Context: an optimization exercise on an open-source flow, tuned for a short achievable clock period and few clock cycles per item. The choices shown serve that exercise and are no tape-out recipe.
At most, simulation tests tie the RTL to the original design; equivalence was not proved.
The clock input has no modelled driver; a real chip could not lean on it and would need a root buffer or a full tree.
Power figures rest on the tool's default switching activity, not on a simulated workload.

run C:
// three_class_quantum_scheduler
module three_class_quantum_scheduler
(
  input  logic                 clk,
  input  logic                 rst_n,
  input  logic                 in_valid,
  output logic                 in_ready,
  input  logic                 in_command,
  input  logic [tcqs_pkg::PID_BITS-1:0]  in_process_id,
  input  logic [1:0]           in_process_class,
  input  logic [tcqs_pkg::TIME_BITS-1:0] in_burst_time,
  input  logic [4:0]           in_random_draw,
  output logic                 out_valid,
  input  logic                 out_ready,
  output logic [1:0]           out_status,
  output logic [tcqs_pkg::PID_BITS-1:0]  out_run_process_id,
  output logic [1:0]           out_run_class,
  output logic [tcqs_pkg::TIME_BITS-1:0] out_granted_time,
  output logic [tcqs_pkg::TIME_BITS-1:0] out_remaining_time,
  output logic                 out_finished,
  output logic                 out_all_empty,
  input  logic                 cfg_valid,
  output logic                 cfg_ready,
  input  logic [1:0]           cfg_index,
  input  logic [tcqs_pkg::TIME_BITS-1:0] cfg_data
);
  localparam int RES_W = 2 + PID_BITS + 2 + TIME_BITS + TIME_BITS + 1 + 1;
  localparam int FAW   = 3;
  localparam int CAP   = (1 << FAW);        
  localparam int NW    = 5;
  logic                 rst_q;
  logic                 cfgv_q;
  logic [1:0]           cfgi_q;
  logic [TIME_BITS-1:0] cfgd_q;
  logic [TIME_BITS-1:0] silver_q_r, bronze_q_r;
  logic [4:0]           limit_r;
  always_ff @(posedge clk) begin
    rst_q  <= !rst_n;
    cfgv_q <= cfg_valid;
    cfgi_q <= cfg_index;
    cfgd_q <= cfg_data;
  end
  always_ff @(posedge clk) begin
    if (rst_q) begin
      silver_q_r <= SILVER_QUANTUM_RST;
      bronze_q_r <= BRONZE_QUANTUM_RST;
      limit_r    <= DRAW_LIMIT_RST;
    end else if (cfgv_q) begin
      case (cfgi_q)
        REG_SILVER_QUANTUM: silver_q_r <= cfgd_q;
        REG_BRONZE_QUANTUM: bronze_q_r <= cfgd_q;
        REG_DRAW_LIMIT:     limit_r    <= cfgd_q[4:0];
        default: ;
      endcase
    end
  end
  assign cfg_ready = 1'b1;
  logic                 in_ready_r;
  logic                 v0;
  ...
Size in the first run: ~10,000 cells after synthesis, roughly 3,100 flip-flops, about 100 I/O pins.
clock: 10.0 ns
lec_check: 0
abc_clock_period_in_ps: 2000
cap_margin: 20
core_margin: 2
core_utilization: 55
slew_margin: 20
standard.sh (not shown) runs the stock make flow with config.mk's settings and CLKGATE_MAP_FILE= SYNTH_SCRIPT=/design/flow/synth_recipe.tcl, a recipe that flattens the netlist after the stock synthesis.
==> flow/flow/run.sh <==
#!/bin/bash
# Own layout flow: the standard ORFS layout (standard.sh: unchanged synthesis,
# same SDC and clock period) with two changes:
#  - the clock tree is built by flow/manual_cts.tcl (balanced inverter tree by
#    recursive bisection) in place of TritonCTS;
#  - repair_timing keeps a larger setup margin, so the resizer keeps optimising
#    paths well inside the 10 ns period.
set -euo pipefail
here=$(pwd)
bash standard.sh SETUP_SLACK_MARGIN=7.2 PRE_CTS_TCL="$here/flow/manual_cts.tcl" finish > standard_flow.log 2>&1
Other scripts of this flow, unchanged in this note and not shown: flow/flow/manual_cts.tcl, flow/flow/outflops.tcl
Testbench counts of run C, summed over its fixed seeds: cycles 12,832, items 12,800.
What run P does differently from run C at the input level:
diff --git a/flow/design.v b/flow/design.v
--- a/flow/design.v
+++ b/flow/design.v
@@ -46,33 +46,34 @@
   input  logic         rst,       
   input  logic         rst_n,     
   input  logic         in_v,
   input  logic [W-1:0] in_d,
   input  logic         out_ready,
   output logic         out_valid,
+  output logic         taken,     
   output logic [W-1:0] out_d
 );
   localparam int D = 1 << AW;
   logic [W-1:0]  mem [0:D-1];
   logic [AW-1:0] rd_r, rd1_r, wr_r;
   logic [AW:0]   cnt_r;
   logic          ov_r;
   logic [W-1:0]  od_r;
   logic          take;
   logic          ge1, ge2;
   logic [W-1:0]  cur_d, nxt_d;
-  assign take  = ov_r && out_ready;
+  assign take  = ge1 && out_ready;
   assign ge1   = (cnt_r != '0);
   assign ge2   = (cnt_r > (AW+1)'(1));
   assign cur_d = ge1 ? mem[rd_r]  : in_d;
   assign nxt_d = ge2 ? mem[rd1_r] : in_d;
   always_ff @(posedge clk) begin
     if (in_v) mem[wr_r] <= in_d;
   end
   always_ff @(posedge clk) begin
-    od_r <= take ? nxt_d : cur_d;
+    od_r <= out_ready ? nxt_d : cur_d;
   end
   always_ff @(posedge clk) begin
     if (rst) begin
       rd_r  <= '0;
       rd1_r <= AW'(1);
       wr_r  <= '0;
@@ -88,12 +89,13 @@
   end
   always_ff @(posedge clk) begin
     if (!rst_n || rst) ov_r <= 1'b0;
     else               ov_r <= ge2 || in_v || (ge1 && !out_ready);
   end
   assign out_valid = ov_r;
+  assign taken     = take && !rst;
   assign out_d     = od_r;
 endmodule
 import tcqs_pkg::*;
 module tcqs_squeue
 #(
   parameter bit ROT = 1'b1
@@ -292,27 +294,30 @@
   logic [1:0]           r0_cls;
   logic [TIME_BITS-1:0] r0_burst;
   logic [4:0]           r0_draw;
   logic                 tk_q;
   logic [NW-1:0]        owed_q;
   logic                 ov;
+  logic                 taken;
   always_ff @(posedge clk) begin
-    v0       <= in_valid && in_ready_r && rst_n;
+    v0       <= in_valid && rdy_q && rst_n;
     r0_cmd   <= in_command;
     r0_pid   <= in_process_id;
     r0_cls   <= in_process_class;
     r0_burst <= in_burst_time;
     r0_draw  <= in_random_draw;
-    tk_q     <= ov && out_ready;
+    tk_q     <= taken;
   end
   always_ff @(posedge clk) begin
     if (rst_q) owed_q <= '0;
     else       owed_q <= owed_q + NW'(v0) - NW'(tk_q);
   end
+  logic rdy_q;
   always_ff @(posedge clk) begin
     in_ready_r <= !rst_n || rst_q || ((owed_q + NW'(v0) + NW'(in_ready_r)) < NW'(CAP));
+    rdy_q      <= !rst_n || rst_q || ((owed_q + NW'(v0) + NW'(rdy_q)) < NW'(CAP));
   end
   assign in_ready = in_ready_r;
   logic                 v1;
   logic                 add_g1, add_s1, add_b1, add1;
   logic                 disp1, disp_s1, disp_b1;
   logic [PID_BITS-1:0]  pid1;
@@ -406,12 +411,12 @@
     else       v3 <= v1;
     res3 <= {res_status, res_pid, res_class, res_grant, res_remain, res_fin, res_empty};
   end
   logic [RES_W-1:0] od;
   tcqs_ofifo #(.W(RES_W), .AW(FAW)) u_ofifo (
     .clk(clk), .rst(rst_q), .rst_n(rst_n), .in_v(v3), .in_d(res3),
-    .out_ready(out_ready), .out_valid(ov), .out_d(od)
+    .out_ready(out_ready), .out_valid(ov), .taken(taken), .out_d(od)
   );
   assign out_valid = ov;
   assign {out_status, out_run_process_id, out_run_class, out_granted_time,
           out_remaining_time, out_finished, out_all_empty} = od;
 endmodule
Results
Changes observed in run P relative to run C: switching power share of the total picked up an extra 2.2 points; final clock period utilization by the worst path was more or less identical; sum of net half-perimeters after detailed placement rose about 1.7%; worst path buffer plus inverter count comparable. In summary, run P completed successfully, with a layout that passed the timing, design-rule and antenna checks. Run C has a higher sequential fraction of total cell area than run P.
No functional check of the RTL was part of run P. No run of this note takes its clock network from TritonCTS; it comes from the design's own scripts or RTL.

afterwards: timing with drivers on the ports:
No port has a modelled driver above. Below, the same layouts with a new extraction and two added sets of constraints. Step 1, drivers: a clkbuf_16 drives clk and a buf_2 each remaining input, both assumed. Step 2, shift: input delay + t, output delay - t, t = (earliest + latest rising clock arrival at the registers) / 2. This alone moves slack from input paths to output paths. Three values: ideal ports, drivers, drivers and shift; two values: the first two.
run	shift t [ns]	setup WS [ns]	worst setup path at the end	latest minus earliest clock arrival (ns)
run C	0.675	6.975 / 6.865 / 6.719	input to register	0.048 / 0.049
run P	0.702	6.979 / 6.855 / 6.617	input to register	0.055 / 0.055
After both steps every run listed still meets setup and hold. The setup slack of run P, which loses most, moves by -0.124 ns with the drivers and by -0.362 ns with both steps.
